From an optimization exercise on the open Yosys and OpenROAD flow, aimed at small area, a short achievable clock period and few clock cycles per item; shortcuts taken in it are not production practice. RTL that was checked went through simulation tests only; none was proved equivalent to the original. Only the layout flow was run in run 6; the RTL was not checked for function there. No activity file was given, so power comes from the tool's default toggle rates.

<file path="flow/run.sh">
#!/bin/bash
# synth_recipe.tcl (not shown) runs the flow's synth.tcl, then flattens the netlist and writes it again
# the make line also repeats each setting of config.mk as NAME=value (left out here)
make -C /OpenROAD-flow-scripts/flow DESIGN_CONFIG=/design/flow/config.mk WORK_HOME=/design/flow/orfs CLKGATE_MAP_FILE= SYNTH_SCRIPT=/design/flow/synth_recipe.tcl finish
</file>
<file path="flow/config.mk">
export PLATFORM = sky130hd
export DESIGN_NAME = precompute_pipe
export DESIGN_NICKNAME = precompute_pipe
export VERILOG_FILES = /design/flow/design.v
export SDC_FILE = /design/flow/constraint.sdc
export NUM_CORES = 4
export LEC_CHECK = 0
export CAP_MARGIN = 20
export CORE_MARGIN = 2
export CORE_UTILIZATION = 60
export CTS_CLUSTER_DIAMETER = 100
export CTS_CLUSTER_SIZE = 30
export PLACE_DENSITY = 0.75
export SETUP_SLACK_MARGIN = 2.7
export SLEW_MARGIN = 20
</file>
<file path="flow/constraint.sdc">
create_clock -name core_clock -period 4.5 [get_ports {clk}]
set_input_delay 0.9000 -clock core_clock [delete_from_list [all_inputs] [get_ports {clk}]]
set_output_delay 0.9000 -clock core_clock [all_outputs]
set_load 0.01 [all_outputs]
</file>
<file path="flow/design.v">
`timescale 1ns/100ps
package pipe_pkg;
  typedef logic [32-1:0] word_t;
  typedef logic [3-1:0]  reg_t;
  typedef logic [16-1:0]  imm_t;
  typedef enum logic [3:0] {
    OP_AND  = 4'd0,
    OP_NOT  = 4'd1,
    OP_OR   = 4'd2,
    OP_XOR  = 4'd3,
    OP_ADD  = 4'd4,
    OP_SUB  = 4'd5,
    OP_MOV0 = 4'd6,
    OP_MOV1 = 4'd7,
    OP_MOVI = 4'd8
  } opcode_t;
  typedef enum logic {
    FWD_RF = 1'b0,
    FWD_S3 = 1'b1
  } fwd_sel_t;
endpackage
`timescale 1ns/100ps
module inst_queue #(
  parameter int DEPTH = 13
) (
  input  logic        clk,
  input  logic        rst,
  input  logic        in_pass,
  input  logic [19:0] in_enc,
  input  logic        h_adv,
  output logic        in_accept,
  output logic        h_vld,
  output logic [19:0] h_enc
);
  logic [19:0] mem [DEPTH];
  logic [3:0]  wr_ptr;
  logic [3:0]  rd_ptr;
  logic [3:0]  cnt;
  logic        full_r;
  logic        empty_r;
  logic push;
  logic h_free;
  logic buf_wr;
  logic buf_rd;
  logic [3:0] cnt_nxt;
  assign push   = in_pass & ~full_r;
  assign h_free = ~h_vld | h_adv;
  assign buf_rd = h_free & ~empty_r;
  assign buf_wr = push & ~(h_free & empty_r);
  always_comb begin
    cnt_nxt = cnt;
    if (buf_wr & ~buf_rd) cnt_nxt = cnt + 4'd1;
    else if (buf_rd & ~buf_wr) cnt_nxt = cnt - 4'd1;
  end
  always_ff @(posedge clk) begin
    if (rst) begin
      wr_ptr  <= '0;
      rd_ptr  <= '0;
      cnt     <= '0;
      full_r  <= 1'b0;
      empty_r <= 1'b1;
      h_vld   <= 1'b0;
    end else begin
      if (buf_wr) wr_ptr <= (wr_ptr == 4'(DEPTH - 1)) ? 4'd0 : wr_ptr + 4'd1;
      if (buf_rd) rd_ptr <= (rd_ptr == 4'(DEPTH - 1)) ? 4'd0 : rd_ptr + 4'd1;
      cnt     <= cnt_nxt;
      full_r  <= (cnt_nxt == 4'(DEPTH));
      empty_r <= (cnt_nxt == 4'd0);
      if (h_free) h_vld <= ~empty_r | push;
    end
  end
  always_ff @(posedge clk) begin
    if (!full_r) mem[wr_ptr] <= in_enc;
  end
  always_ff @(posedge clk) begin
    if (h_free) h_enc <= empty_r ? in_enc : mem[rd_ptr];
  end
  assign in_accept = ~full_r;
endmodule
`timescale 1ns/100ps
module reg_file #(
  parameter int W = 8
) (
  input  logic  clk,
  input  pipe_pkg::reg_t ra0,
  input  pipe_pkg::reg_t ra1,
  input  logic           wen,
  input  pipe_pkg::reg_t wa,
  input  logic [W-1:0]   wdata,
  output logic [W-1:0]   rdata0,
  output logic [W-1:0]   rdata1
);
  localparam int N_REGS = 1 << 3;
  logic [W-1:0] mem [N_REGS];
  always_ff @(posedge clk) begin
    if (wen) mem[wa] <= wdata;
  end
  assign rdata0 = mem[ra0];
  assign rdata1 = mem[ra1];
endmodule
`timescale 1ns/100ps
module issue_stage (
  input  pipe_pkg::opcode_t in_op,
  input  pipe_pkg::reg_t    in_ra0,
  input  pipe_pkg::reg_t    in_ra1,
  input  pipe_pkg::reg_t    in_wa,
  input  pipe_pkg::imm_t    in_imm,
  output logic [19:0]       enc
);
  logic       movi;
  logic       arith;
  logic       sub;
  logic [3:0] lut;
  always_comb begin
    movi  = 1'b0;
    arith = 1'b0;
    sub   = 1'b0;
    case (in_op)
      pipe_pkg::OP_AND:  lut = 4'b1000;
      pipe_pkg::OP_NOT:  lut = 4'b0011;
      pipe_pkg::OP_OR:   lut = 4'b1110;
      pipe_pkg::OP_XOR:  lut = 4'b0110;
      pipe_pkg::OP_ADD:  begin lut = 4'b0000; arith = 1'b1; end
      pipe_pkg::OP_SUB:  begin lut = 4'b0000; arith = 1'b1; sub = 1'b1; end
      pipe_pkg::OP_MOV0: lut = 4'b1100;
      pipe_pkg::OP_MOV1: lut = 4'b1010;
      pipe_pkg::OP_MOVI: begin lut = 4'b0000; movi = 1'b1; end
      default:           lut = 4'b1100;
    endcase
  end
  assign enc = {in_wa, movi,
                movi ? in_imm : {4'b0000, lut, arith, sub, in_ra1, in_ra0}};
endmodule
`timescale 1ns/100ps
module exec_unit #(
  parameter int N = 8
) (
  input  logic            clk,
  input  logic            rst,
  input  logic            hold,
  input  logic            h_vld,
  input  logic [19:0]     h_enc,
  output logic            h_adv,
  output logic            out_vld,
  output pipe_pkg::reg_t  out_wa,
  output pipe_pkg::word_t out_wdata
);
  localparam int W = 32 / N;
  logic [N-1:0]          v;
  logic [N-1:0][2:0]     wa;
  logic [N-1:0][2:0]     ra0;
  logic [N-1:0][2:0]     ra1;
  logic [N-1:0]          movi;
  logic [N-1:0][3:0]     lut;
  logic [N-1:0]          arith;
  logic [N-1:0]          sub;
  logic [N-1:0]          cin;
  logic [N-1:0]          fwd0;
  logic [N-1:0]          fwd1;
  logic [N-1:0][15:0]    imm;
  logic [N-1:0][W-1:0]   opa;
  logic [N-1:0][W-1:0]   opb;
  logic [N-1:0][W-1:0]   r;
  logic [N-1:0]          wbv;
  logic [N-1:0][2:0]     wbwa;
  logic [N-1:0][W-1:0]   sk;
  logic [N-1:0][W-1:0]   sl;
  logic [N-1:0][31:0]    cr;
  logic [31:0]           out_lo;
  logic [N-1:0]          in_v;
  logic [N-1:0][2:0]     in_wa;
  logic [N-1:0][2:0]     in_ra0;
  logic [N-1:0][2:0]     in_ra1;
  logic [N-1:0]          in_movi;
  logic [N-1:0][3:0]     in_lut;
  logic [N-1:0]          in_arith;
  logic [N-1:0]          in_sub;
  logic [N-1:0][15:0]    in_imm;
  logic [N-1:0][W-1:0]   rd0;
  logic [N-1:0][W-1:0]   rd1;
  logic [N-1:0]          byp0;
  logic [N-1:0]          byp1;
  logic [N-1:0]          ex;
  logic [N-1:0]          fr;
  logic [N-1:0][W-1:0]   a;
  logic [N-1:0][W-1:0]   b;
  logic [N-1:0][W-1:0]   res;
  logic [N-1:0]          cout;
  assign fr[N-1] = ~v[N-1] | ~hold;
  assign ex[N-1] = v[N-1] & ~hold;
  for (genvar k = 0; k < N - 1; k++) begin : g_adv
    assign fr[k] = ~v[k] | fr[k+1];
    assign ex[k] = v[k] & fr[k+1];
  end
  assign h_adv = fr[0];
  assign in_v[0]     = h_vld;
  assign in_wa[0]    = h_enc[19:17];
  assign in_ra0[0]   = h_enc[2:0];
  assign in_ra1[0]   = h_enc[5:3];
  assign in_movi[0]  = h_enc[16];
  assign in_lut[0]   = h_enc[16] ? 4'b1010 : h_enc[11:8];
  assign in_arith[0] = ~h_enc[16] & h_enc[7];
  assign in_sub[0]   = h_enc[6];
  assign in_imm[0]   = h_enc[15:0];
  for (genvar k = 1; k < N; k++) begin : g_in
    assign in_v[k]     = v[k-1];
    assign in_wa[k]    = wa[k-1];
    assign in_ra0[k]   = ra0[k-1];
    assign in_ra1[k]   = ra1[k-1];
    assign in_movi[k]  = movi[k-1];
    assign in_lut[k]   = lut[k-1];
    assign in_arith[k] = arith[k-1];
    assign in_sub[k]   = sub[k-1];
    assign in_imm[k]   = imm[k-1];
  end
  for (genvar k = 0; k < N; k++) begin : g_slice
    reg_file #(.W(W)) i_rf (
      .clk    (clk),
      .ra0    (in_ra0[k]),
      .ra1    (in_ra1[k]),
      .wen    (wbv[k]),
      .wa     (wbwa[k]),
      .wdata  (r[k]),
      .rdata0 (rd0[k]),
      .rdata1 (rd1[k])
    );
    always_ff @(posedge clk) begin
      if (rst) v[k] <= 1'b0;
      else if (fr[k]) v[k] <= in_v[k];
    end
    always_ff @(posedge clk) begin
      if (fr[k]) begin
        wa[k]    <= in_wa[k];
        ra0[k]   <= in_ra0[k];
        ra1[k]   <= in_ra1[k];
        movi[k]  <= in_movi[k];
        lut[k]   <= in_lut[k];
        arith[k] <= in_arith[k];
        sub[k]   <= in_sub[k];
        imm[k]   <= in_imm[k];
      end
    end
    assign byp0[k] = wbv[k] && (wbwa[k] == in_ra0[k]);
    assign byp1[k] = wbv[k] && (wbwa[k] == in_ra1[k]);
    always_ff @(posedge clk) begin
      fwd0[k] <= ex[k] && (wa[k] == in_ra0[k]);
      fwd1[k] <= ex[k] && (wa[k] == in_ra1[k]) && !in_movi[k];
    end
    always_ff @(posedge clk) begin
      if (fr[k] && !byp0[k])                opa[k] <= rd0[k];
      else if (fr[k] || fwd0[k])            opa[k] <= r[k];
      if (fr[k] && in_movi[k])              opb[k] <= (k * W < 16) ? W'(in_imm[k] >> (k * W)) : '0;
      else if (fr[k] && !byp1[k])           opb[k] <= rd1[k];
      else if (fr[k] || fwd1[k])            opb[k] <= r[k];
    end
    assign a[k] = fwd0[k] ? r[k] : opa[k];
    assign b[k] = fwd1[k] ? r[k] : opb[k];
    logic [W+1:0] s;
    logic [W-1:0] l;
    logic         c;
    if (k == 0) begin : g_c0
      assign c = sub[k];
    end else begin : g_cn
      assign c = cin[k];
    end
    assign s = {1'b0, a[k], 1'b1} + {1'b0, b[k] ^ {W{sub[k]}}, c};
    always_comb begin
      for (int i = 0; i < W; i++) begin
        l[i] = lut[k][{a[k][i], b[k][i]}];
      end
    end
    assign res[k]  = arith[k] ? s[W:1] : l;
    assign cout[k] = s[W+1];
    always_ff @(posedge clk) begin
      r[k]    <= res[k];
      wbwa[k] <= wa[k];
    end
    always_ff @(posedge clk) begin
      if (rst) wbv[k] <= 1'b0;
      else     wbv[k] <= ex[k];
    end
    always_ff @(posedge clk) begin
      if (wbv[k]) sk[k] <= r[k];
    end
    assign sl[k] = wbv[k] ? r[k] : sk[k];
    if (k > 0) begin : g_cin
      always_ff @(posedge clk) begin
        if (fr[k]) cin[k] <= cout[k-1];
      end
    end else begin : g_cin0
      assign cin[k] = 1'b0;
    end
    always_ff @(posedge clk) begin
      if (k < 2) cr[k] <= '0;
      else if (fr[k]) cr[k] <= cr[(k < 2) ? 0 : k-1] | (32'(sl[(k < 2) ? 0 : k-2]) << ((k < 2) ? 0 : (k-2) * W));
    end
  end
  always_ff @(posedge clk) begin
    if (rst) out_vld <= 1'b0;
    else     out_vld <= ex[N-1];
  end
  always_ff @(posedge clk) begin
    out_wa <= wa[N-1];
    out_lo <= cr[N-1] | (32'(sl[N-2]) << ((N-2) * W));
  end
  assign out_wdata = {r[N-1], out_lo[(N-1)*W-1:0]};
endmodule
`timescale 1ns/100ps
module precompute_pipe (
  input  logic    clk,
  input  logic    rst,
  input  logic    in_pass,
  input  logic [3:0]  in_op,
  input  logic [2:0]  in_ra0,
  input  logic [2:0]  in_ra1,
  input  logic [2:0]  in_wa,
  input  logic [15:0] in_imm,
  input  logic    hold,
  output logic    in_accept,
  output logic    out_vld,
  output logic [2:0]  out_wa,
  output logic [31:0] out_wdata
);
  logic [19:0] in_enc;
  logic        h_vld;
  logic [19:0] h_enc;
  logic        h_adv;
  issue_stage i_issue_stage (
    .in_op  (pipe_pkg::opcode_t'(in_op)),
    .in_ra0 (in_ra0),
    .in_ra1 (in_ra1),
    .in_wa  (in_wa),
    .in_imm (in_imm),
    .enc    (in_enc)
  );
  inst_queue #(.DEPTH(15 - 8)) i_inst_queue (
    .clk       (clk),
    .rst       (rst),
    .in_pass   (in_pass),
    .in_enc    (in_enc),
    .h_adv     (h_adv),
    .in_accept (in_accept),
    .h_vld     (h_vld),
    .h_enc     (h_enc)
  );
  exec_unit i_exec_unit (
    .clk       (clk),
    .rst       (rst),
    .hold      (hold),
    .h_vld     (h_vld),
    .h_enc     (h_enc),
    .h_adv     (h_adv),
    .out_vld   (out_vld),
    .out_wa    (out_wa),
    .out_wdata (out_wdata)
  );
endmodule
</file>
==> results of run 1 <==
-- cell type report --
class,count,area share (%)
multi-input cells,1418,31.3
inverters,41,0.530
well taps,855,2.36
clock buffers,61,2.38
repair inverters,4,0.0829
clock inverters,7,0.127
flip-flops and latches,919,56.6
repair buffers,302,6.60
-- timing repair --
| action | in CTS | in global routing |
|---|---|---|
| gates resized for setup | 477 | 120 |
| gates cloned | 12 | 8 |
| hold buffers | 0 | 0 |
| setup endpoints to repair | 644 | 301 |
| pin swaps | 86 | 68 |
| setup buffers | 147 | 58 |
-- flip-flops by register name, indices dropped and copies added (netlist names), 20 cells and up, named ones only --
name,cells
i_exec_unit.g_slice.i_rf.mem,256
i_exec_unit.lut,32
i_exec_unit.opa,32
i_inst_queue.mem,140
i_exec_unit.cr,84
i_exec_unit.wa,24
i_exec_unit.imm,38
i_exec_unit.wbwa,21
i_exec_unit.opb,32
i_inst_queue.h_enc,20
i_exec_unit.out_lo,27
i_exec_unit.sk,25
i_exec_unit.r,32
-- power by group through the flow --
stage	Combinational, mW	Sequential (mW)	Clock [mW]
final	9.55	15.0	4.18
after global routing	10.3	15.3	4.52
after CTS	8.98	15.0	4.25
after detailed placement	7.62	15.2	0
after global placement	7.38	15.1	0
after floorplan	6.99	13.3	0
-- cells in the mapped netlist (15+ instances only) --
master      n
a21o_1     16
a21oi_1    77
a31oi_1    15
buf_1      22
buf_2      16
clkbuf_1   86
dfxtp_1   218
edfxtp_1  701
ha_1       33
inv_1      38
mux2_2    120
mux2i_1   194
mux4_2    147
nand2_1   207
nand2b_1   43
nand4_1    15
nor2_1    104
nor2b_1    19
nor3_1     27
nor4_1     15
o21ai_0   116
xnor2_1   127
xor2_1     30
-- final timing paths --
path / slack (ns) / endpoint / cells after the start
hold reg to reg: 0.35 / i_exec_unit.out_lo[3] / 0
setup reg to reg: 2.43 / flip-flop / 6
hold / removal: 0.35 / i_exec_unit.out_lo[3] / 0
setup / recovery: 2.43 / flip-flop / 6
-- cells by family after synthesis --
| family | Yosys count |
|---|---|
| DFF | 919 |
| muxes | 474 |
| and+or+nand+nor | 472 |
| AOI/OAI and AO/OA | 270 |
| buffers and inverters | 174 |
| xor gates and xnor gates | 157 |
| adders and majority gates | 41 |
-- metal layers --
metal	wire length, um	track usage [%]	up-vias
li1	-	-	9903
met1	34600	34.6	11100
met2	43600	43.7	805
met3	4890	2.62	154
met4	2240	6.26	0
met5	0	0	-
-- worst reg2reg max path: cells and delay by family, from the launching register on --
family,cells,cell delay (ns)
multiplexers,4,1.34
flip-flops,1,0.37
buffers and inverters,2,0.27
==> results_tabular.tex, run 1 <==
\begin{tabular}{lr}
\hline
Metric & Value \\
\hline
\multicolumn{2}{l}{\textbf{STA}} \\
Post-Route Skew & 0.0332 ns \\
Share of the clock period used by the worst path after layout & 46.0\% \\
Number of endpoints with negative hold slack in the final report & 0 \\
Setup repair after global routing missed its margin & true \\
Smallest hold slack & 0.346 ns \\
Minimum setup slack in the final design & 2.43 ns \\
Time the worst path needs with I/O delays and setup & 2.07 ns \\
Least-Margin Pin Slew & 0.794 ns \\
Total of endpoints with negative setup slack in the final report & 0 \\
Peak clock frequency supported by timing & 483 MHz \\
Max Transition Viols Final & 0 \\
Max-slew headroom & 46.6\% \\
Post-route setup TNS & 0 ns \\
\multicolumn{2}{l}{\textbf{Synth}} \\
Yosys cell types & 67 \\
Synthesis-stage register bit count & 919 \\
Mean instance size in the synthesized netlist & 15.4 um2 \\
Multiplexer share of the synthesized area & 17.6\% \\
Synth Net Count & 2580 \\
Leading post-synthesis cells by cell area & edfxtp\_1, dfxtp\_1, mux4\_2 \\
Dominant combinational cell family by area after synthesis & multiplexers \\
Proportion of register bits with asynchronous set or reset after synthesis & 0\% \\
Number of instances in the synthesized netlist & 2507 \\
Part of the Yosys area used for sequential elements & 65.8\% \\
Cell taking the most area after synthesis & edfxtp\_1 \\
Adder-cell share of the synthesized area & 1.46\% \\
Post-synthesis compound-gate area fraction & 4.05\% \\
Simple-gate portion of the synthesized area & 5.62\% \\
XOR/XNOR share of the synthesized area & 3.56\% \\
Post-synthesis cell area & 38600 um2 \\
Top flip-flop cell by instance count after synthesis & edfxtp\_1 \\
Count of flip-flops with a built-in enable after synthesis & 701 \\
Share of the synthesized area in the top cell type & 54.5\% \\
Total number of yosys warnings & 4 \\
\multicolumn{2}{l}{\textbf{Critical path}} \\
Data arrival time of the critical path & 2.58 ns \\
CP delay by family, top & multiplexers \\
Largest fanout on the critical path & 6 \\
Worst path max stage delay & 0.50 ns \\
Library cell appearing most often on the critical path & mux2\_4 \\
Sum of buffers and inverters on the critical path & 2 \\
Req. time, crit path & 5.01 ns \\
Setup crit start kind & flip-flop \\
Critical path class & reg -> reg \\
Crit end category & flip-flop \\
Critical-path cell list & buf\_8, buf\_12, mux4\_2, mux2\_4, mux2\_4, mux2\_4 \\
Crit-path slowest cell & mux4\_2 \\
\multicolumn{2}{l}{\textbf{Global routing}} \\
Pin count of the biggest net entering global routing & 47 \\
Global-route wire length before repair & 129 mm \\
Initial antenna violation count & 0 \\
All-Layer GR Usage & 25.2\% \\
Remaining global-route overflow & 0 \\
Number of global-route vias before repair & 22100 \\
\multicolumn{2}{l}{\textbf{Clock network}} \\
Clock-pin slew on the worst setup and hold paths & 0.11 ns \\
Num CTS Buffers & 37 \\
Cell at the root of the clock tree & clkbuf\_16 \\
H-tree levels & 2 \\
Clock tree from TritonCTS & done \\
Clock latency at the later pin of the worst-skew pair & 0.62 ns \\
Maximum root-to-sink buffer count & 3 \\
Number of clock sinks seen by CTS & 919 \\
\multicolumn{2}{l}{\textbf{Placement}} \\
Sum of net half-perimeters after detailed placement & 53.8 mm \\
\# port buffers & 69 \\
Placer congestion estimate & 0.826 \\
Placed cell area & 40900 um2 \\
Pre-CTS setup slack & 0.990 ns \\
DP Cell Count & 3314 \\
\multicolumn{2}{l}{\textbf{Power}} \\
Combinational Power Share & 33.2\% \\
Power density relative to cell area & 635 nW/um2 \\
Highest ir drop seen on vdd & 0.363 mV \\
Cell-internal power & 19.3 mW \\
Static leakage power & 16.2 nW \\
Switching share of total power & 32.9\% \\
Power Total & 28.8 mW \\
Part of the power in the clock network & 14.5\% \\
Sequential share of power & 52.3\% \\
Switching Power & 9.46 mW \\
\multicolumn{2}{l}{\textbf{Layout}} \\
Combined flip-flop and latch cell area & 25700 um2 \\
Post-layout instance count excluding filler cells & 3607 \\
Util after Layout & 70.8\% \\
Final cell area excluding filler cells & 45300 um2 \\
Area added between synthesis and finish & 17.3\% \\
Antenna cells & 0 \\
Total area of multi-input combinational cells & 14200 um2 \\
Most common cell after layout, fill and taps aside & edfxtp\_1 \\
Fill cell total of the finished layout & 3972 \\
Layout cell share with drive strength beyond 1 & 33.3\% \\
Layout net count & 2796 \\
Commonest cells after routing, fill and taps aside & edfxtp\_1, nand2\_1, buf\_4 \\
\multicolumn{2}{l}{\textbf{Status}} \\
Outcome & finished clean \\
\multicolumn{2}{l}{\textbf{Die}} \\
Row count & 93 \\
Width of the chip & 258 um \\
Die H & 258 um \\
Die ar. & 66400 um2 \\
Total I/O pin count & 70 \\
Core area & 64000 um2 \\
Starting utilization of the core area & 60.3\% \\
\multicolumn{2}{l}{\textbf{Route}} \\
Total via count in the routed design & 22000 \\
Detailed-route wire length & 85.3 mm \\
DR pass1 iterations & 5 \\
Post-route antenna net violation count & 0 \\
Post-detailed-route via-to-cell ratio & 6.10 \\
Mean routed wirelength per cell & 23.6 um \\
Number of DRC markers after the initial detailed-route iteration & 1877 \\
DRC & 0 \\
\multicolumn{2}{l}{\textbf{Job}} \\
Maximum capacitance violations & 0 \\
\multicolumn{2}{l}{\textbf{Min path}} \\
Min-Delay Startpoint & i\_exec\_unit.cr[227] \\
Path type of the worst min-delay path & reg -> reg \\
\hline
\end{tabular}
Testbench counts, summed over its fixed seeds: cycles 12,080, items 12,000.
==> inputs of run 2 (changes only) <==
--- a/flow/config.mk
+++ b/flow/config.mk
@@ -11,5 +11,5 @@
 export CTS_CLUSTER_DIAMETER = 100
 export CTS_CLUSTER_SIZE = 30
 export PLACE_DENSITY = 0.75
-export SETUP_SLACK_MARGIN = 2.7
+export SETUP_SLACK_MARGIN = 3.0
 export SLEW_MARGIN = 20
==> run 2 against run 1 <==
Core utilization grew 4.8 points; maximum frequency fell by 1.7%; sequential share of layout area is 3.5 points lower; sequential cell count unchanged.
==> results_tabular.tex, run 2 <==
\begin{tabular}{lr}
\hline
Metric & Value \\
\hline
\multicolumn{2}{l}{\textbf{Status}} \\
Outcome & finished clean (unchanged) \\
\multicolumn{2}{l}{\textbf{Critical path}} \\
Launch point of the worst path & i\_exec\_unit.fwd1[2] \\
Data arrival time of the critical path & 2.65 ns (was 2.58 ns) \\
Crit end category & flip-flop (unchanged) \\
Beginning of the worst register-to-register path & i\_exec\_unit.fwd1[2] \\
Req. time, crit path & 5.04 ns (was 5.01 ns) \\
Reg2reg end & i\_exec\_unit.r[11] \\
Critical path class & reg -> reg (unchanged) \\
Setup crit start kind & flip-flop (unchanged) \\
R2R setup slack & 2.39 ns (was 2.43 ns) \\
R2R cell count & 9 (was 6) \\
Largest fanout on the critical path & 2 (was 6) \\
\multicolumn{2}{l}{\textbf{STA}} \\
Share of the clock period used by the worst path after layout & 46.8\% (was 46.0\%) \\
Setup repair after global routing missed its margin & true (unchanged) \\
Least-Margin Pin Slew & 1.06 ns (was 0.794 ns) \\
Total of endpoints with negative setup slack in the final report & 0 (unchanged) \\
Smallest hold slack & 0.351 ns (was 0.346 ns) \\
Post-route setup TNS & 0 ns (unchanged) \\
Minimum setup slack in the final design & 2.39 ns (was 2.43 ns) \\
Peak clock frequency supported by timing & 475 MHz (was 483 MHz) \\
Max Transition Viols Final & 0 (unchanged) \\
Number of endpoints with negative hold slack in the final report & 0 (unchanged) \\
Max-slew headroom & 29.0\% (was 46.6\%) \\
Post-Route Skew & 0.0384 ns (was 0.0332 ns) \\
Time the worst path needs with I/O delays and setup & 2.11 ns (was 2.07 ns) \\
\multicolumn{2}{l}{\textbf{Synth}} \\
Share of the synthesized area in the top cell type & 54.5\% (unchanged) \\
Leading post-synthesis cells by cell area & edfxtp\_1, dfxtp\_1, mux4\_2 (unchanged) \\
Number of instances in the synthesized netlist & 2507 (unchanged) \\
Commonest cells in the netlist & edfxtp\_1, dfxtp\_1, nand2\_1 (unchanged) \\
Part of the Yosys area used for sequential elements & 65.8\% (unchanged) \\
Mean instance size in the synthesized netlist & 15.4 um2 (unchanged) \\
Most numerous cell in the Yosys netlist & edfxtp\_1 (unchanged) \\
Total number of yosys warnings & 4 (unchanged) \\
Top flip-flop cell by instance count after synthesis & edfxtp\_1 (unchanged) \\
Proportion of register bits with asynchronous set or reset after synthesis & 0\% (unchanged) \\
Cell taking the most area after synthesis & edfxtp\_1 (unchanged) \\
Yosys cell types & 67 (unchanged) \\
Synth Net Count & 2580 (unchanged) \\
Synthesis-stage register bit count & 919 (unchanged) \\
Post-synthesis cell area & 38600 um2 (unchanged) \\
Count of flip-flops with a built-in enable after synthesis & 701 (unchanged) \\
\multicolumn{2}{l}{\textbf{Clock network}} \\
Num CTS Buffers & 37 (unchanged) \\
Maximum root-to-sink buffer count & 3 (unchanged) \\
Cell at the root of the clock tree & clkbuf\_16 (unchanged) \\
Total of hold buffers inserted after clock tree synthesis & 0 (unchanged) \\
Clock latency at the later pin of the worst-skew pair & 0.62 ns (about the same) \\
Number of clock sinks seen by CTS & 919 (unchanged) \\
Clock-pin slew on the worst setup and hold paths & 0.12 ns (was 0.11 ns) \\
H-tree levels & 2 (unchanged) \\
Clock tree from TritonCTS & done (unchanged) \\
\multicolumn{2}{l}{\textbf{Min path}} \\
Path type of the worst min-delay path & reg -> reg (unchanged) \\
Number of stages on the worst hold path & 0 (unchanged) \\
Worst Hold End & i\_exec\_unit.out\_lo[3] (unchanged) \\
Min-Delay Startpoint & i\_exec\_unit.cr[227] (unchanged) \\
\multicolumn{2}{l}{\textbf{Die}} \\
Width of the chip & 258 um (unchanged) \\
Die H & 258 um (unchanged) \\
Row count & 93 (unchanged) \\
Starting utilization of the core area & 60.3\% (unchanged) \\
Core area & 64000 um2 (unchanged) \\
Total I/O pin count & 70 (unchanged) \\
Die ar. & 66400 um2 (unchanged) \\
\multicolumn{2}{l}{\textbf{Layout}} \\
Final cell area excluding filler cells & 48300 um2 (was 45300 um2) \\
Max FFs per register & 256 (unchanged) \\
Most common cell after layout, fill and taps aside & edfxtp\_1 (unchanged) \\
Post-layout instance count excluding filler cells & 3733 (was 3607) \\
Combined flip-flop and latch cell area & 25700 um2 (about the same) \\
Commonest cells after routing, fill and taps aside & edfxtp\_1, buf\_4, mux4\_2 (was edfxtp\_1, nand2\_1, buf\_4) \\
Area added between synthesis and finish & 25.2\% (was 17.3\%) \\
Register with the most flip-flops & i\_exec\_unit.g\_slice.i\_rf.mem (unchanged) \\
Leading registers by flop count & i\_exec\_unit.g\_slice.i\_rf.mem (256), i\_inst\_queue.mem (140), i\_exec\_unit.cr (84) (unchanged) \\
Layout cell share with drive strength beyond 1 & 42.0\% (was 33.3\%) \\
Total area of multi-input combinational cells & 15200 um2 (was 14200 um2) \\
Fill cell total of the finished layout & 3470 (was 3972) \\
Layout net count & 2921 (was 2796) \\
\multicolumn{2}{l}{\textbf{Global routing}} \\
Global-route wire length before repair & 141 mm (was 129 mm) \\
All-Layer GR Usage & 27.7\% (was 25.2\%) \\
Initial antenna violation count & 1 (was 0) \\
Pin count of the biggest net entering global routing & 43 (was 47) \\
Number of global-route vias before repair & 23600 (was 22100) \\
Remaining global-route overflow & 0 (unchanged) \\
\multicolumn{2}{l}{\textbf{Power}} \\
Static leakage power & 17.4 nW (was 16.2 nW) \\
Highest ir drop seen on vdd & 0.454 mV (was 0.363 mV) \\
Power density relative to cell area & 629 nW/um2 (was 635 nW/um2) \\
\multicolumn{2}{l}{\textbf{Placement}} \\
Sum of net half-perimeters after detailed placement & 54.8 mm (was 53.8 mm) \\
Pre-CTS setup slack & 0.738 ns (was 0.990 ns) \\
\# port buffers & 69 (unchanged) \\
DP Cell Count & 3315 (was 3314) \\
Placer congestion estimate & 0.855 (was 0.826) \\
Placed cell area & 41100 um2 (was 40900 um2) \\
\multicolumn{2}{l}{\textbf{Route}} \\
Post-detailed-route via-to-cell ratio & 6.30 (was 6.10) \\
DRC & 0 (unchanged) \\
DR pass1 iterations & 6 (was 5) \\
Detailed-route wire length & 98.3 mm (was 85.3 mm) \\
Number of DRC markers after the initial detailed-route iteration & 2398 (was 1877) \\
Total via count in the routed design & 23500 (was 22000) \\
Post-route antenna net violation count & 0 (unchanged) \\
Mean routed wirelength per cell & 26.3 um (was 23.6 um) \\
\multicolumn{2}{l}{\textbf{Job}} \\
Maximum capacitance violations & 0 (unchanged) \\
\hline
\end{tabular}
run 2: worst max-delay path by stage:
stage	end	slack (ns)	cells past startpoint
after floorplan	flip-flop	2.03	6
after global placement	flip-flop	0.87	6
after detailed placement	flip-flop	0.74	6
after CTS	out_wdata[24]	2.42	1
after global routing	i_exec_unit.r[11]	2.34	9
final	i_exec_unit.r[11]	2.39	9
run 2: metal layers:
layer	track usage, %	vias to the layer above	part of all wire, %
met5	0	-	0.013
met2	47.5	1095	51
met4	10.6	2	5.2
met3	3.33	289	6.8
met1	36.5	11900	37
li1	-	10200	-
run 2: repair_timing:
action,CTS,global route
pin swaps,132,130
gates resized for setup,705,288
setup buffers,213,95
setup endpoints to repair,959,775
gates cloned,36,5
run 2: report_power, final:
| part | internal, mW | total (mW) | leakage (nW) | switching (mW) |
|---|---|---|---|---|
| Sequential | 12.0 | 15.3 | 8.86 | 3.21 |
| Combinational | 6.11 | 10.9 | 8.02 | 4.75 |
| Clock | 1.74 | 4.29 | 0.560 | 2.55 |
| Total | 19.9 | 30.4 | 17.4 | 10.5 |
run 2: logic make-up after synthesis:
| logic type | Yosys count | share of synthesized area, % |
|---|---|---|
| and+or+nand+nor | 472 | 5.62 |
| muxes | 474 | 17.6 |
| AOI/OAI and AO/OA | 270 | 4.05 |
| adders and majority gates | 41 | 1.46 |
| buffers and inverters | 174 | 1.88 |
| DFF | 919 | 65.8 |
| xor gates and xnor gates | 157 | 3.56 |
run 2: final cells by class:
cell class | instances | share of cell area, %
Sequential cell | 919 | 53.1
Multi-Input combinational cell | 1418 | 31.4
Clock inverter | 5 | 0.109
Timing Repair inverter | 21 | 0.678
Antenna cell | 1 | 0.00518
Inverter | 41 | 0.531
Timing Repair Buffer | 410 | 9.64
Clock buffer | 63 | 2.29
Tap cell | 855 | 2.21
run 2: critical path: stages (launching register included):
cell and delay (ns):
dfxtp_4 0.40, mux2i_4 0.27, xnor2_2 0.13, buf_4 0.15, fa_2 0.36, a21o_1 0.18
a21oi_2 0.21, xnor2_1 0.15, nand2_1 0.08, o21ai_1 0.12
run 2: per-stage QoR:
stage                     power, mW  util (%)
after floorplan                20.4         -
after detailed placement       23.0      64.2
after CTS                      28.8      72.5
after global placement         22.6      64.2
final                          30.4      75.5
after global routing           31.7      75.5
==> inputs of run 3 (changes only) <==
--- a/flow/config.mk
+++ b/flow/config.mk
@@ -11,5 +11,6 @@
 export CTS_CLUSTER_DIAMETER = 100
 export CTS_CLUSTER_SIZE = 30
 export PLACE_DENSITY = 0.75
-export SETUP_SLACK_MARGIN = 3.0
+export SETUP_SLACK_MARGIN = 2.4
 export SLEW_MARGIN = 20
+export TNS_END_PERCENT = 20
==> run 3 against run 2 <==
Maximum frequency shrank 4.9%; highest routed layer is now met4; worst setup slack worse by 0.11 ns; combinational power fell by 28%; critical path depth down 5; sequential share of layout area up 7.4 points; core utilization decreased by 9.6 points; critical path type unchanged; non-clock buffer count down 259; still clean on timing, DRC and antenna.
==> results_tabular.tex, run 3 <==
\begin{tabular}{lr}
\hline
Metric & Value \\
\hline
\multicolumn{2}{l}{\textbf{STA}} \\
Time the worst path needs with I/O delays and setup & 2.21 ns (was 2.11 ns) \\
Smallest hold slack & 0.342 ns (was 0.351 ns) \\
Post-Route Skew & 0.0229 ns (was 0.0384 ns) \\
Peak clock frequency supported by timing & 452 MHz (was 475 MHz) \\
Setup repair after global routing missed its margin & true (unchanged) \\
Total of endpoints with negative setup slack in the final report & 0 (unchanged) \\
Share of the clock period used by the worst path after layout & 49.2\% (was 46.8\%) \\
Max-slew headroom & 40.7\% (was 29.0\%) \\
Least-Margin Pin Slew & 0.878 ns (was 1.06 ns) \\
Post-route setup TNS & 0 ns (unchanged) \\
Max Transition Viols Final & 0 (unchanged) \\
Number of endpoints with negative hold slack in the final report & 0 (unchanged) \\
\multicolumn{2}{l}{\textbf{Layout}} \\
Antenna cells & 0 (was 1) \\
Leading registers by flop count & i\_exec\_unit.g\_slice.i\_rf.mem (256), i\_inst\_queue.mem (140), i\_exec\_unit.cr (84) (unchanged) \\
Fill cell total of the finished layout & 4370 (was 3470) \\
Register with the most flip-flops & i\_exec\_unit.g\_slice.i\_rf.mem (unchanged) \\
Area added between synthesis and finish & 9.30\% (was 25.2\%) \\
Total area of multi-input combinational cells & 13000 um2 (was 15200 um2) \\
Max FFs per register & 256 (unchanged) \\
Commonest cells after routing, fill and taps aside & edfxtp\_1, nand2\_1, mux2i\_1 (was edfxtp\_1, buf\_4, mux4\_2) \\
Combined flip-flop and latch cell area & 25600 um2 (was 25700 um2) \\
Most common cell after layout, fill and taps aside & edfxtp\_1 (unchanged) \\
Layout cell share with drive strength beyond 1 & 21.3\% (was 42.0\%) \\
Layout net count & 2638 (was 2921) \\
\multicolumn{2}{l}{\textbf{Global routing}} \\
All-Layer GR Usage & 23.5\% (was 27.7\%) \\
Global-route wire length before repair & 122 mm (was 141 mm) \\
Initial antenna violation count & 0 (was 1) \\
Number of global-route vias before repair & 21400 (was 23600) \\
Pin count of the biggest net entering global routing & 43 (unchanged) \\
Remaining global-route overflow & 0 (unchanged) \\
\multicolumn{2}{l}{\textbf{Die}} \\
Row count & 93 (unchanged) \\
Starting utilization of the core area & 60.3\% (unchanged) \\
Width of the chip & 258 um (unchanged) \\
Total I/O pin count & 70 (unchanged) \\
Die ar. & 66400 um2 (unchanged) \\
Die H & 258 um (unchanged) \\
Core area & 64000 um2 (unchanged) \\
\multicolumn{2}{l}{\textbf{Synth}} \\
Commonest cells in the netlist & edfxtp\_1, dfxtp\_1, nand2\_1 (unchanged) \\
Post-synthesis cell area & 38600 um2 (unchanged) \\
Share of the synthesized area in the top cell type & 54.5\% (unchanged) \\
Top flip-flop cell by instance count after synthesis & edfxtp\_1 (unchanged) \\
Number of instances in the synthesized netlist & 2507 (unchanged) \\
Synthesis-stage register bit count & 919 (unchanged) \\
Part of the Yosys area used for sequential elements & 65.8\% (unchanged) \\
Total number of yosys warnings & 4 (unchanged) \\
Count of flip-flops with a built-in enable after synthesis & 701 (unchanged) \\
Synth Net Count & 2580 (unchanged) \\
Leading post-synthesis cells by cell area & edfxtp\_1, dfxtp\_1, mux4\_2 (unchanged) \\
Yosys cell types & 67 (unchanged) \\
Most numerous cell in the Yosys netlist & edfxtp\_1 (unchanged) \\
Proportion of register bits with asynchronous set or reset after synthesis & 0\% (unchanged) \\
Mean instance size in the synthesized netlist & 15.4 um2 (unchanged) \\
Cell taking the most area after synthesis & edfxtp\_1 (unchanged) \\
\multicolumn{2}{l}{\textbf{Route}} \\
DR pass1 iterations & 5 (was 6) \\
Mean routed wirelength per cell & 22.8 um (was 26.3 um) \\
Total via count in the routed design & 20900 (was 23500) \\
Post-route antenna net violation count & 0 (unchanged) \\
Number of DRC markers after the initial detailed-route iteration & 1710 (was 2398) \\
DRC & 0 (unchanged) \\
Post-detailed-route via-to-cell ratio & 6.05 (was 6.30) \\
Detailed-route wire length & 78.5 mm (was 98.3 mm) \\
\multicolumn{2}{l}{\textbf{Clock network}} \\
Total of hold buffers inserted after clock tree synthesis & 0 (unchanged) \\
Num CTS Buffers & 36 (was 37) \\
Cell at the root of the clock tree & clkbuf\_16 (unchanged) \\
Clock tree from TritonCTS & done (unchanged) \\
H-tree levels & 2 (unchanged) \\
Clock-pin slew on the worst setup and hold paths & 0.11 ns (was 0.12 ns) \\
Maximum root-to-sink buffer count & 3 (unchanged) \\
Number of clock sinks seen by CTS & 919 (unchanged) \\
Clock latency at the later pin of the worst-skew pair & 0.61 ns (was 0.62 ns) \\
\multicolumn{2}{l}{\textbf{Status}} \\
Outcome & finished clean (unchanged) \\
\multicolumn{2}{l}{\textbf{Critical path}} \\
Critical path class & reg -> reg (unchanged) \\
Setup crit start kind & flip-flop (unchanged) \\
Crit-path slowest cell & dfxtp\_4 (unchanged) \\
Crit end category & flip-flop (unchanged) \\
Worst path max stage delay & 0.62 ns (was 0.40 ns) \\
Critical-path cell list & buf\_4, mux4\_2, mux2i\_1, o21ai\_0 (was mux2i\_4, xnor2\_2, buf\_4, fa\_2, a21o\_1, a21oi\_2, xnor2\_1, nand2\_1, o21ai\_1) \\
Largest fanout on the critical path & 34 (was 2) \\
Req. time, crit path & 4.82 ns (was 5.04 ns) \\
Data arrival time of the critical path & 2.53 ns (was 2.65 ns) \\
\multicolumn{2}{l}{\textbf{Power}} \\
Highest ir drop seen on vdd & 0.289 mV (was 0.454 mV) \\
Power density relative to cell area & 635 nW/um2 (was 629 nW/um2) \\
Static leakage power & 14.9 nW (was 17.4 nW) \\
\multicolumn{2}{l}{\textbf{Placement}} \\
Sum of net half-perimeters after detailed placement & 53.5 mm (was 54.8 mm) \\
Placer congestion estimate & 0.861 (was 0.855) \\
\# port buffers & 69 (unchanged) \\
\multicolumn{2}{l}{\textbf{Min path}} \\
Path type of the worst min-delay path & reg -> reg (unchanged) \\
\multicolumn{2}{l}{\textbf{Job}} \\
Maximum capacitance violations & 0 (unchanged) \\
\hline
\end{tabular}
[run 3: cell counts after synthesis]
No cell type changed its count.
[run 3: area by class of cell]
| type | count | share of cell area, % |
|---|---|---|
| tap | 855 | 2.53 |
| multi-input combinational | 1416 | 30.8 |
| timing repair buffer | 151 | 3.20 |
| inverter | 41 | 0.397 |
| clock inverter | 4 | 0.0711 |
| clock buffer | 62 | 2.44 |
| sequential | 919 | 60.6 |
[run 3: metrics by stage]
step / power, mW / area (um2) / util [%] / setup slack [ns] / instances
3_3_place_gp: 21.9 / 40100 / 62.7 / 0.948 / 3324
4_1_cts: 26.4 / 41700 / 65.2 / 2.22 / 3426
6_report: 26.8 / 42200 / 66.0 / 2.29 / 3448
2_1_floorplan: 19.8 / 38800 / - / 2.01 / 2507
5_1_grt: 28.2 / 42200 / 66.0 / 2.28 / 3448
3_5_place_dp: 22.3 / 40100 / 62.7 / 0.851 / 3324
[run 3: critical path: cells and delay by family (launching register included)]
kind,cells,cell delay [ns]
flops,1,0.62
compound gates,1,0.58
buf+inv,1,0.38
mux,2,0.30
[run 3: final timing paths]
| path | endpoint | slack [ns] | startpoint | cells after the start |
|---|---|---|---|---|
| worst max-delay path | i_inst_queue.h_enc[17] | 2.29 | flip-flop | 4 |
| worst min-delay path | i_exec_unit.out_lo[15] | 0.34 | i_exec_unit.cr[239] | 0 |
| worst max register to register | i_inst_queue.h_enc[17] | 2.29 | flip-flop | 4 |
| worst min register to register | i_exec_unit.out_lo[15] | 0.34 | i_exec_unit.cr[239] | 0 |
[run 3: logic make-up after synthesis]
kind of cell | after synthesis | share of synthesized area [%]
flops | 919 | 65.8
mux | 474 | 17.6
compound gates | 270 | 4.05
xor+xnor | 157 | 3.56
buf+inv | 174 | 1.88
simple gates | 472 | 5.62
fa+ha+maj | 41 | 1.46
[run 3: power breakdown]
part	leakage, nW	switching (mW)	total, mW	internal (mW)
Clock	0.507	2.44	4.05	1.61
Sequential	8.84	2.87	14.9	12.0
Combinational	5.54	3.42	7.89	4.47
[run 3: what timing repair did]
action                                 in CTS  in global routing
setup buffers                              31                 22
endpoints found under the hold margin       0                  0
pin swaps                                   4                 11
gates resized for setup                   153                113
gates cloned                                5                  0
setup endpoints to repair                 525                144
[run 3: layer usage]
metal	track usage [%]	wire length, um	vias to the layer above
li1	-	-	9561
met1	29.9	31300	10600
met2	42.7	41600	605
met3	2.48	3380	132
met4	7.23	2220	0
met5	0	0	-
==> inputs of run 4 (changes only) <==
--- a/flow/config.mk
+++ b/flow/config.mk
@@ -13,4 +13,3 @@
 export PLACE_DENSITY = 0.75
 export SETUP_SLACK_MARGIN = 2.4
 export SLEW_MARGIN = 20
-export TNS_END_PERCENT = 20
==> run 4 against run 3 <==
Still clean on timing, DRC and antenna; critical path depth decreased by 2; combinational power increased by 1%; clock power barely moved; sequential power hardly changed; cell area about the same; via count rose by 0.46%; synthesized area did not move; wire length increased by 1.5%; count of clock-buffer cells in the layout did not move; die area did not move; largest cell class unchanged.
==> results_tabular.tex, run 4 <==
\begin{tabular}{lr}
\hline
Metric & Value \\
\hline
\multicolumn{2}{l}{\textbf{Job}} \\
Maximum capacitance violations & 0 (unchanged) \\
\multicolumn{2}{l}{\textbf{STA}} \\
Max-slew headroom & 46.5\% (was 40.7\%) \\
Time the worst path needs with I/O delays and setup & 2.06 ns (was 2.21 ns) \\
Post-route setup TNS & 0 ns (unchanged) \\
Share of the clock period used by the worst path after layout & 45.9\% (was 49.2\%) \\
Setup repair after global routing missed its margin & true (unchanged) \\
Number of endpoints with negative hold slack in the final report & 0 (unchanged) \\
Peak clock frequency supported by timing & 484 MHz (was 452 MHz) \\
Post-Route Skew & 0.0245 ns (was 0.0229 ns) \\
Least-Margin Pin Slew & 0.796 ns (was 0.878 ns) \\
Max Transition Viols Final & 0 (unchanged) \\
Total of endpoints with negative setup slack in the final report & 0 (unchanged) \\
\multicolumn{2}{l}{\textbf{Synth}} \\
Count of flip-flops with a built-in enable after synthesis & 701 (unchanged) \\
Leading post-synthesis cells by cell area & edfxtp\_1, dfxtp\_1, mux4\_2 (unchanged) \\
Mean instance size in the synthesized netlist & 15.4 um2 (unchanged) \\
Share of the synthesized area in the top cell type & 54.5\% (unchanged) \\
Cell taking the most area after synthesis & edfxtp\_1 (unchanged) \\
Number of instances in the synthesized netlist & 2507 (unchanged) \\
Proportion of register bits with asynchronous set or reset after synthesis & 0\% (unchanged) \\
Top flip-flop cell by instance count after synthesis & edfxtp\_1 (unchanged) \\
Post-synthesis cell area & 38600 um2 (unchanged) \\
Part of the Yosys area used for sequential elements & 65.8\% (unchanged) \\
Yosys cell types & 67 (unchanged) \\
Commonest cells in the netlist & edfxtp\_1, dfxtp\_1, nand2\_1 (unchanged) \\
Synth Net Count & 2580 (unchanged) \\
Synthesis-stage register bit count & 919 (unchanged) \\
Most numerous cell in the Yosys netlist & edfxtp\_1 (unchanged) \\
Total number of yosys warnings & 4 (unchanged) \\
\multicolumn{2}{l}{\textbf{Min path}} \\
Path type of the worst min-delay path & reg -> reg (unchanged) \\
\multicolumn{2}{l}{\textbf{Placement}} \\
Sum of net half-perimeters after detailed placement & 53.9 mm (was 53.5 mm) \\
\# port buffers & 69 (unchanged) \\
Placed cell area & 40200 um2 (was 40100 um2) \\
Placer congestion estimate & 0.869 (was 0.861) \\
\multicolumn{2}{l}{\textbf{Route}} \\
Number of DRC markers after the initial detailed-route iteration & 1555 (was 1710) \\
Mean routed wirelength per cell & 23.1 um (was 22.8 um) \\
Detailed-route wire length & 79.7 mm (was 78.5 mm) \\
DRC & 0 (unchanged) \\
Post-detailed-route via-to-cell ratio & 6.07 (was 6.05) \\
DR pass1 iterations & 5 (unchanged) \\
Total via count in the routed design & 21000 (was 20900) \\
Post-route antenna net violation count & 0 (unchanged) \\
\multicolumn{2}{l}{\textbf{Die}} \\
Core area & 64000 um2 (unchanged) \\
Width of the chip & 258 um (unchanged) \\
Die ar. & 66400 um2 (unchanged) \\
Row count & 93 (unchanged) \\
Total I/O pin count & 70 (unchanged) \\
Die H & 258 um (unchanged) \\
Starting utilization of the core area & 60.3\% (unchanged) \\
\multicolumn{2}{l}{\textbf{Critical path}} \\
Worst path max stage delay & 0.39 ns (was 0.62 ns) \\
Largest fanout on the critical path & 2 (was 34) \\
Critical-path cell list & inv\_4, buf\_6 (was buf\_4, mux4\_2, mux2i\_1, o21ai\_0) \\
Data arrival time of the critical path & 1.16 ns (was 2.53 ns) \\
Sum of buffers and inverters on the critical path & 2 (was 1) \\
Setup crit start kind & flip-flop (unchanged) \\
CP delay by family, top & flip-flops (unchanged) \\
Crit end category & output pin (was flip-flop) \\
Crit-path slowest cell & dfxtp\_4 (unchanged) \\
Req. time, crit path & 3.60 ns (was 4.82 ns) \\
Critical path class & reg -> out (was reg -> reg) \\
\multicolumn{2}{l}{\textbf{Layout}} \\
Final cell area excluding filler cells & 42300 um2 (was 42200 um2) \\
Commonest cells after routing, fill and taps aside & edfxtp\_1, nand2\_1, mux2i\_1 (unchanged) \\
Most common cell after layout, fill and taps aside & edfxtp\_1 (unchanged) \\
Register with the most flip-flops & i\_exec\_unit.g\_slice.i\_rf.mem (unchanged) \\
Layout net count & 2643 (was 2638) \\
Leading registers by flop count & i\_exec\_unit.g\_slice.i\_rf.mem (256), i\_inst\_queue.mem (140), i\_exec\_unit.cr (84) (unchanged) \\
Layout cell share with drive strength beyond 1 & 23.6\% (was 21.3\%) \\
Max FFs per register & 256 (unchanged) \\
Antenna cells & 0 (unchanged) \\
Area added between synthesis and finish & 9.40\% (was 9.30\%) \\
\multicolumn{2}{l}{\textbf{Global routing}} \\
All-Layer GR Usage & 24.1\% (was 23.5\%) \\
Global-route wire length before repair & 124 mm (was 122 mm) \\
Number of global-route vias before repair & 21600 (was 21400) \\
Pin count of the biggest net entering global routing & 47 (was 43) \\
Initial antenna violation count & 0 (unchanged) \\
Remaining global-route overflow & 0 (unchanged) \\
\multicolumn{2}{l}{\textbf{Power}} \\
Power density relative to cell area & 636 nW/um2 (was 635 nW/um2) \\
Highest ir drop seen on vdd & 0.319 mV (was 0.289 mV) \\
Static leakage power & 14.8 nW (was 14.9 nW) \\
\multicolumn{2}{l}{\textbf{Clock network}} \\
Clock tree from TritonCTS & done (unchanged) \\
Clock latency at the later pin of the worst-skew pair & 0.62 ns (was 0.61 ns) \\
Maximum root-to-sink buffer count & 3 (unchanged) \\
Number of clock sinks seen by CTS & 919 (unchanged) \\
Num CTS Buffers & 36 (unchanged) \\
Clock-pin slew on the worst setup and hold paths & 0.11 ns (about the same) \\
H-tree levels & 2 (unchanged) \\
Cell at the root of the clock tree & clkbuf\_16 (unchanged) \\
\multicolumn{2}{l}{\textbf{Status}} \\
Outcome & finished clean (unchanged) \\
\hline
\end{tabular}
-- run 4: final cells by class --
cell class              count  area (um2)
flip-flops and latches    919       25600
fillers                  4430       21700
multi-input cells        1416       13100
repair buffers            155        1220
well taps                 855        1070
clock buffers              62        1020
inverters                  41         191
clock inverters             4        32.5
repair inverters            1        8.76
-- run 4: what timing repair did --
action / CTS / global route
hold buffers: 0 / 0
buffers inserted: 42 / 24
pin swaps: 6 / 13
resized for setup: 265 / 87
endpoints found under the setup margin: 396 / 81
gates cloned: 3 / 0
-- run 4: kinds of logic after synthesis --
logic type | Yosys count | share of synthesized area (%)
buf+inv | 174 | 1.88
simple gates | 472 | 5.62
fa+ha+maj | 41 | 1.46
flops | 919 | 65.8
mux | 474 | 17.6
xor+xnor | 157 | 3.56
compound gates | 270 | 4.05
-- run 4: power breakdown --
group	switching [mW]	leakage (nW)	total, mW	internal, mW
Sequential	2.87	8.85	14.9	12.0
Clock	2.43	0.503	4.03	1.59
Combinational	3.49	5.48	7.97	4.48
Total	8.80	14.8	26.9	18.1
-- run 4: worst reg2reg max path, delay by kind of cell (launching register included) --
kind | cells | cell delay, ns
AO/OA/AOI/OAI | 3 | 0.50
XOR/XNOR | 1 | 0.16
adder cells (fa/ha/maj) | 1 | 0.26
flip-flops | 1 | 0.43
multiplexers | 1 | 0.30
AND/OR/NAND/NOR | 2 | 0.16
-- run 4: stage by stage --
stage	utilization [%]	hold slack (ns)	power [mW]	instances	setup slack, ns
detailed placement	62.9	0.327	22.3	3318	0.820
finish	66.0	0.351	26.9	3453	2.44
global placement	62.9	0.329	22.0	3318	0.958
CTS	65.6	0.353	26.7	3429	2.38
global route	66.0	0.358	28.3	3453	2.31
floorplan	-	0.323	19.8	2507	2.01
-- run 4: per-layer routing --
metal	part of all wire, %	up-vias	routed length [um]	GRT usage [%]
met1	41	10700	32700	31.6
met4	2.8	0	2210	7.19
met3	4.3	140	3400	2.64
li1	-	9560	-	-
met2	52	582	41400	42.6
met5	0	-	0	0
-- run 4: final timing paths --
check / startpoint / endpoint / slack [ns] / cells past startpoint
max: i_inst_queue.full_r / in_accept / 2.44 / 2
min: i_exec_unit.cr[241] / i_exec_unit.out_lo[17] / 0.35 / 0
max reg2reg: i_exec_unit.fwd1[4] / i_exec_unit.cin[5] / 2.46 / 8
min reg2reg: i_exec_unit.cr[241] / i_exec_unit.out_lo[17] / 0.35 / 0
==> inputs of run 5 (changes only) <==
--- a/flow/config.mk
+++ b/flow/config.mk
@@ -5,6 +5,7 @@
 export SDC_FILE = /design/flow/constraint.sdc
 export NUM_CORES = 4
 export LEC_CHECK = 0
+export ABC_AREA = 1
 export CAP_MARGIN = 20
 export CORE_MARGIN = 2
 export CORE_UTILIZATION = 60
==> run 5 against run 4 <==
Core utilization rose by 1.3 points; count of clock-buffer cells in the layout fell by 1; power grew 11%; worst setup slack lost 0.079 ns; wire length up 14%; highest routed layer unchanged; first-iteration DRC count grew 84%.
==> results_tabular.tex, run 5 <==
\begin{tabular}{lr}
\hline
Metric & Value \\
\hline
\multicolumn{2}{l}{\textbf{Synth}} \\
Count of flip-flops with a built-in enable after synthesis & 701 (unchanged) \\
Share of the synthesized area in the top cell type & 54.1\% (was 54.5\%) \\
Total number of yosys warnings & 4 (unchanged) \\
Post-synthesis cell area & 38900 um2 (was 38600 um2) \\
Synth Net Count & 3763 (was 2580) \\
Cell taking the most area after synthesis & edfxtp\_1 (unchanged) \\
Part of the Yosys area used for sequential elements & 65.3\% (was 65.8\%) \\
Commonest cells in the netlist & edfxtp\_1, o21ai\_0, nand2\_1 (was edfxtp\_1, dfxtp\_1, nand2\_1) \\
Mean instance size in the synthesized netlist & 10.6 um2 (was 15.4 um2) \\
Top flip-flop cell by instance count after synthesis & edfxtp\_1 (unchanged) \\
Synthesis-stage register bit count & 919 (unchanged) \\
Leading post-synthesis cells by cell area & edfxtp\_1, dfxtp\_1, o21ai\_0 (was edfxtp\_1, dfxtp\_1, mux4\_2) \\
Yosys cell types & 54 (was 67) \\
Most numerous cell in the Yosys netlist & edfxtp\_1 (unchanged) \\
Number of instances in the synthesized netlist & 3690 (was 2507) \\
Proportion of register bits with asynchronous set or reset after synthesis & 0\% (unchanged) \\
\multicolumn{2}{l}{\textbf{Layout}} \\
Leading registers by flop count & i\_exec\_unit.g\_slice.i\_rf.mem (256), i\_inst\_queue.mem (140), i\_exec\_unit.cr (84) (unchanged) \\
Max FFs per register & 256 (unchanged) \\
Util after Layout & 67.3\% (was 66.0\%) \\
Commonest cells after routing, fill and taps aside & edfxtp\_1, o21ai\_0, nand2\_1 (was edfxtp\_1, nand2\_1, mux2i\_1) \\
Layout net count & 3883 (was 2643) \\
Register with the most flip-flops & i\_exec\_unit.g\_slice.i\_rf.mem (unchanged) \\
Most common cell after layout, fill and taps aside & edfxtp\_1 (unchanged) \\
Layout cell share with drive strength beyond 1 & 10.8\% (was 23.6\%) \\
Antenna cells & 0 (unchanged) \\
Area added between synthesis and finish & 11.2\% (was 9.40\%) \\
\multicolumn{2}{l}{\textbf{Power}} \\
Highest ir drop seen on vdd & 0.453 mV (was 0.319 mV) \\
Static leakage power & 16.4 nW (was 14.8 nW) \\
Power Total & 29.8 mW (was 26.9 mW) \\
Power density relative to cell area & 689 nW/um2 (was 636 nW/um2) \\
\multicolumn{2}{l}{\textbf{Route}} \\
DR pass1 iterations & 8 (was 5) \\
Post-detailed-route via-to-cell ratio & 5.87 (was 6.07) \\
Total via count in the routed design & 27500 (was 21000) \\
Number of DRC markers after the initial detailed-route iteration & 2868 (was 1555) \\
Mean routed wirelength per cell & 19.4 um (was 23.1 um) \\
Detailed-route wire length & 91.0 mm (was 79.7 mm) \\
DRC & 0 (unchanged) \\
Post-route antenna net violation count & 0 (unchanged) \\
\multicolumn{2}{l}{\textbf{Critical path}} \\
Crit end category & flip-flop (was output pin) \\
Req. time, crit path & 4.97 ns (was 3.60 ns) \\
Setup crit start kind & flip-flop (unchanged) \\
Data arrival time of the critical path & 2.61 ns (was 1.16 ns) \\
Critical path class & reg -> reg (was reg -> out) \\
Largest fanout on the critical path & 3 (was 2) \\
\multicolumn{2}{l}{\textbf{STA}} \\
Setup repair after global routing missed its margin & true (unchanged) \\
Time the worst path needs with I/O delays and setup & 2.14 ns (was 2.06 ns) \\
Max Transition Viols Final & 0 (unchanged) \\
Share of the clock period used by the worst path after layout & 47.6\% (was 45.9\%) \\
Post-route setup TNS & 0 ns (unchanged) \\
Max-slew headroom & 44.5\% (was 46.5\%) \\
Total of endpoints with negative setup slack in the final report & 0 (unchanged) \\
Number of endpoints with negative hold slack in the final report & 0 (unchanged) \\
Least-Margin Pin Slew & 0.831 ns (was 0.796 ns) \\
Post-Route Skew & 0.0266 ns (was 0.0245 ns) \\
Peak clock frequency supported by timing & 466 MHz (was 484 MHz) \\
Minimum setup slack in the final design & 2.36 ns (was 2.44 ns) \\
\multicolumn{2}{l}{\textbf{Die}} \\
Core area & 64300 um2 (was 64000 um2) \\
Die H & 259 um (was 258 um) \\
Die ar. & 66900 um2 (was 66400 um2) \\
Width of the chip & 259 um (was 258 um) \\
Starting utilization of the core area & 60.5\% (was 60.3\%) \\
Total I/O pin count & 70 (unchanged) \\
Row count & 93 (unchanged) \\
\multicolumn{2}{l}{\textbf{Global routing}} \\
Initial antenna violation count & 0 (unchanged) \\
Global-route wire length before repair & 140 mm (was 124 mm) \\
Number of global-route vias before repair & 25800 (was 21600) \\
All-Layer GR Usage & 26.4\% (was 24.1\%) \\
Remaining global-route overflow & 0 (unchanged) \\
Pin count of the biggest net entering global routing & 52 (was 47) \\
\multicolumn{2}{l}{\textbf{Clock network}} \\
Clock tree from TritonCTS & done (unchanged) \\
Maximum root-to-sink buffer count & 3 (unchanged) \\
Cell at the root of the clock tree & clkbuf\_16 (unchanged) \\
H-tree levels & 2 (unchanged) \\
Clock latency at the later pin of the worst-skew pair & 0.62 ns (about the same) \\
Num CTS Buffers & 37 (was 36) \\
Clock-pin slew on the worst setup and hold paths & 0.11 ns (about the same) \\
Number of clock sinks seen by CTS & 919 (unchanged) \\
\multicolumn{2}{l}{\textbf{Job}} \\
Maximum capacitance violations & 0 (unchanged) \\
\multicolumn{2}{l}{\textbf{Placement}} \\
Pre-CTS setup slack & 0.878 ns (was 0.820 ns) \\
Placer congestion estimate & 0.905 (was 0.869) \\
Sum of net half-perimeters after detailed placement & 60.3 mm (was 53.9 mm) \\
\# port buffers & 69 (unchanged) \\
\multicolumn{2}{l}{\textbf{Status}} \\
Outcome & finished clean (unchanged) \\
\multicolumn{2}{l}{\textbf{Min path}} \\
Path type of the worst min-delay path & reg -> reg (unchanged) \\
\hline
\end{tabular}
==> run 5: area by class of cell <==
| class | count | area [um2] |
|---|---|---|
| multi-input combinational | 2315 | 12500 |
| clock inverter | 6 | 87.6 |
| fill | 4774 | 21000 |
| clock buffer | 61 | 1050 |
| tap | 855 | 1070 |
| timing repair buffer | 178 | 1530 |
| timing repair inverter | 4 | 32.5 |
| inverter | 355 | 1420 |
| sequential | 919 | 25600 |
==> run 5: power by group <==
group	leakage [nW]	internal, mW	switching, mW
logic	7.09	4.24	6.10
registers	8.80	12.3	2.96
clock network	0.539	1.71	2.51
==> run 5: path summary, 6_finish.rpt <==
path         cells after the start                      to  slack (ns)           startpoint
min reg2reg                      0  i_exec_unit.out_lo[12]        0.35  i_exec_unit.cr[236]
max reg2reg                     11        i_exec_unit.r[7]        2.36     i_exec_unit.r[4]
min                              0  i_exec_unit.out_lo[12]        0.35  i_exec_unit.cr[236]
max                             11        i_exec_unit.r[7]        2.36     i_exec_unit.r[4]
==> run 5: cell families (layout without fill, tap and decap cells) <==
kind of cell / Yosys count / in the layout / synth area share, %
compound gates: 1109 / 1109 / 15.6
simple gates: 1059 / 1064 / 10.9
flops: 919 / 919 / 65.3
buf+inv: 461 / 604 / 4.49
xor+xnor: 97 / 97 / 2.18
fa+ha+maj: 40 / 40 / 1.42
mux: 5 / 5 / 0.129
==> run 5: critical path: stages (launching register included) <==
cell	delay, ns
dfxtp_4	0.37
clkinvlp_4	0.10
buf_4	0.14
nand2_1	0.04
o21ai_0	0.13
inv_1	0.14
fa_1	0.42
a21oi_1	0.20
o21ai_0	0.12
xor2_1	0.15
nand2_1	0.06
o21ai_0	0.13
==> run 5: routing by layer <==
| layer | up-vias | GRT usage (%) | share of wire [%] |
|---|---|---|---|
| met5 | - | 0 | 0 |
| met4 | 0 | 9.10 | 3.3 |
| met3 | 187 | 2.62 | 6.2 |
| met2 | 1104 | 46.4 | 51 |
| met1 | 13100 | 34.4 | 40 |
| li1 | 13200 | - | - |
==> run 5: timing repair <==
item                                    4_1_cts  5_1_grt
endpoints found under the setup margin      448      129
cloned                                        6        3
setup buffers                                42       47
endpoints found under the hold margin         0        0
hold buffers                                  0        0
pin swaps                                    12       33
gates resized for setup                     260      143
==> run 5: metrics by stage <==
stage	cell area [um2]	instances	hold slack, ns
detailed placement	40700	4528	0.327
global placement	40700	4528	0.324
global route	43300	4693	0.359
finish	43300	4693	0.348
floorplan	39200	3690	0.323
CTS	42600	4643	0.351
==> inputs of run 6 (changes only) <==
--- a/flow/design.v
+++ b/flow/design.v
@@ -133,7 +133,7 @@
 endmodule
 `timescale 1ns/100ps
 module exec_unit #(
-  parameter int N = 8
+  parameter int N = 4
 ) (
   input  logic            clk,
   input  logic            rst,
@@ -333,7 +333,7 @@
     .in_imm (in_imm),
     .enc    (in_enc)
   );
-  inst_queue #(.DEPTH(15 - 8)) i_inst_queue (
+  inst_queue #(.DEPTH(15 - 4)) i_inst_queue (
     .clk       (clk),
     .rst       (rst),
     .in_pass   (in_pass),
--- a/flow/config.mk
+++ b/flow/config.mk
@@ -5,7 +5,6 @@
 export SDC_FILE = /design/flow/constraint.sdc
 export NUM_CORES = 4
 export LEC_CHECK = 0
-export ABC_AREA = 1
 export CAP_MARGIN = 20
 export CORE_MARGIN = 2
 export CORE_UTILIZATION = 60
==> run 6 against run 5 <==
Register-to-register slack lost 0.23 ns; largest power group unchanged; sequential power shrank about 20%; critical path type unchanged; synthesized cell count shrank 37%.
==> results_tabular.tex, run 6 <==
\begin{tabular}{lr}
\hline
Metric & Value \\
\hline
\multicolumn{2}{l}{\textbf{Synth}} \\
XOR/XNOR share of the synthesized area & 2.43\% (was 2.18\%) \\
Yosys cell types & 71 (was 54) \\
Top flip-flop cell by instance count after synthesis & edfxtp\_1 (unchanged) \\
Leading post-synthesis cells by cell area & edfxtp\_1, mux4\_2, dfxtp\_1 (was edfxtp\_1, dfxtp\_1, o21ai\_0) \\
Multiplexer share of the synthesized area & 18.9\% (was 0.129\%) \\
Mean instance size in the synthesized netlist & 15.2 um2 (was 10.6 um2) \\
Commonest cells in the netlist & edfxtp\_1, mux2i\_1, nand2\_1 (was edfxtp\_1, o21ai\_0, nand2\_1) \\
Simple-gate portion of the synthesized area & 5.78\% (was 10.9\%) \\
Share of the synthesized area in the top cell type & 54.8\% (was 54.1\%) \\
Synthesis-stage register bit count & 795 (was 919) \\
\multicolumn{2}{l}{\textbf{Route}} \\
Number of DRC markers after the initial detailed-route iteration & 1838 (was 2868) \\
Post-detailed-route via-to-cell ratio & 6.36 (was 5.87) \\
DR pass1 iterations & 5 (was 8) \\
\multicolumn{2}{l}{\textbf{Clock network}} \\
Maximum root-to-sink buffer count & 3 (unchanged) \\
Clock-pin slew on the worst setup and hold paths & 0.11 ns (about the same) \\
H-tree levels & 1 (was 2) \\
Number of clock sinks seen by CTS & 795 (was 919) \\
Cell at the root of the clock tree & clkbuf\_16 (unchanged) \\
Clock tree from TritonCTS & done (unchanged) \\
\multicolumn{2}{l}{\textbf{Critical path}} \\
Largest fanout on the critical path & 5 (was 3) \\
Sum of buffers and inverters on the critical path & 1 (was 3) \\
Setup crit start kind & flip-flop (unchanged) \\
CP delay by family, top & compound AO/OA/AOI/OAI gates (unchanged) \\
Critical path class & reg -> reg (unchanged) \\
\multicolumn{2}{l}{\textbf{Global routing}} \\
Number of global-route vias before repair & 20900 (was 25800) \\
\multicolumn{2}{l}{\textbf{Layout}} \\
Max FFs per register & 256 (unchanged) \\
Fill cell total of the finished layout & 3656 (was 4774) \\
\multicolumn{2}{l}{\textbf{Job}} \\
Maximum capacitance violations & 0 (unchanged) \\
\multicolumn{2}{l}{\textbf{STA}} \\
Max-slew headroom & 37.4\% (was 44.5\%) \\
Setup repair after global routing missed its margin & true (unchanged) \\
\multicolumn{2}{l}{\textbf{Status}} \\
Outcome & finished clean (unchanged) \\
\multicolumn{2}{l}{\textbf{Min path}} \\
Path type of the worst min-delay path & reg -> reg (unchanged) \\
\multicolumn{2}{l}{\textbf{Placement}} \\
Placed cell area & 37000 um2 (was 40700 um2) \\
\multicolumn{2}{l}{\textbf{Die}} \\
Starting utilization of the core area & 60.9\% (was 60.5\%) \\
\hline
\end{tabular}
==> run 6: changes by cell type in the layout (fill, tap and decap cells not counted), sizes merged, moves of 36 or more <==
cell,change
mux4,+172
o22ai,-43
mux2,+81
edfxtp,-57
buf,+86
o21ai,-515
nand2,-410
a21oi,-175
nor2,-267
dfxtp,-67
inv,-292
mux2i,+183
a31oi,-36
==> run 6: final timing paths <==
| check | from | endpoint | slack (ns) | cells past startpoint |
|---|---|---|---|---|
| setup / recovery | i_exec_unit.fwd1[3] | i_exec_unit.r[31] | 2.12 | 8 |
| hold / removal | i_exec_unit.cr[105] | i_exec_unit.out_lo[9] | 0.35 | 0 |
| setup reg to reg | i_exec_unit.fwd1[3] | i_exec_unit.r[31] | 2.12 | 8 |
| hold reg to reg | i_exec_unit.cr[105] | i_exec_unit.out_lo[9] | 0.35 | 0 |
==> run 6: layout make-up <==
cell class	count	area, um2	share of cell area (%)
inverter	48	201	0.500
clock buffer	53	890	2.21
multi-input combinational	1354	13300	33.1
sequential	795	22500	55.9
tap	765	957	2.38
timing repair buffer	244	2330	5.78
clock inverter	5	67.6	0.168
antenna	1	2.50	0.00621
==> run 6: kinds of logic (layout without fill, tap and decap cells) <==
group | Yosys count | in the layout
buffers and inverters | 184 | 350
other | 0 | 1
XOR/XNOR | 98 | 98
multiplexers | 441 | 441
adder cells (fa/ha/maj) | 37 | 37
flip-flops | 795 | 795
AO/OA/AOI/OAI | 330 | 330
AND/OR/NAND/NOR | 442 | 448
==> run 6: per-layer routing <==
metal	global-route usage [%]	vias to the layer above	wire (um)
li1	-	9238	-
met1	33.8	10600	31400
met2	47.3	760	42800
met3	2.46	162	4600
met4	7.73	0	2560
met5	0	-	0
==> run 6: repair_timing <==
item | CTS | global route
buffers inserted | 82 | 61
gates resized for setup | 331 | 104
endpoints found under the setup margin | 547 | 279
pin swaps | 45 | 53
gates cloned | 4 | 4
==> run 6: through the flow <==
stage	util, %	instances	power [mW]	setup slack [ns]	hold WS [ns]
global placement	63.9	3055	20.6	1.25	0.324
finish	69.6	3265	26.7	2.12	0.352
CTS	67.8	3199	25.6	2.05	0.353
detailed placement	63.9	3055	21.0	1.20	0.327
floorplan	-	2327	18.4	2.18	0.323
global route	69.6	3264	28.1	2.00	0.361
==> run 6: power breakdown <==
part           switching, mW  internal (mW)  total, mW
clock                   2.18           1.40       3.58
combinational           5.16           5.78       10.9
sequential              2.19           10.0       12.2
total                   9.53           17.2       26.7

Re-timed with assumed drivers on the ports (clkbuf_16 on the clock, buf_2 on other inputs), run 6 has 2.122 ns of setup slack against 2.122 ns with ideal ports, and 1.815 ns once port delays also move by the mid clock arrival of 0.710 ns.
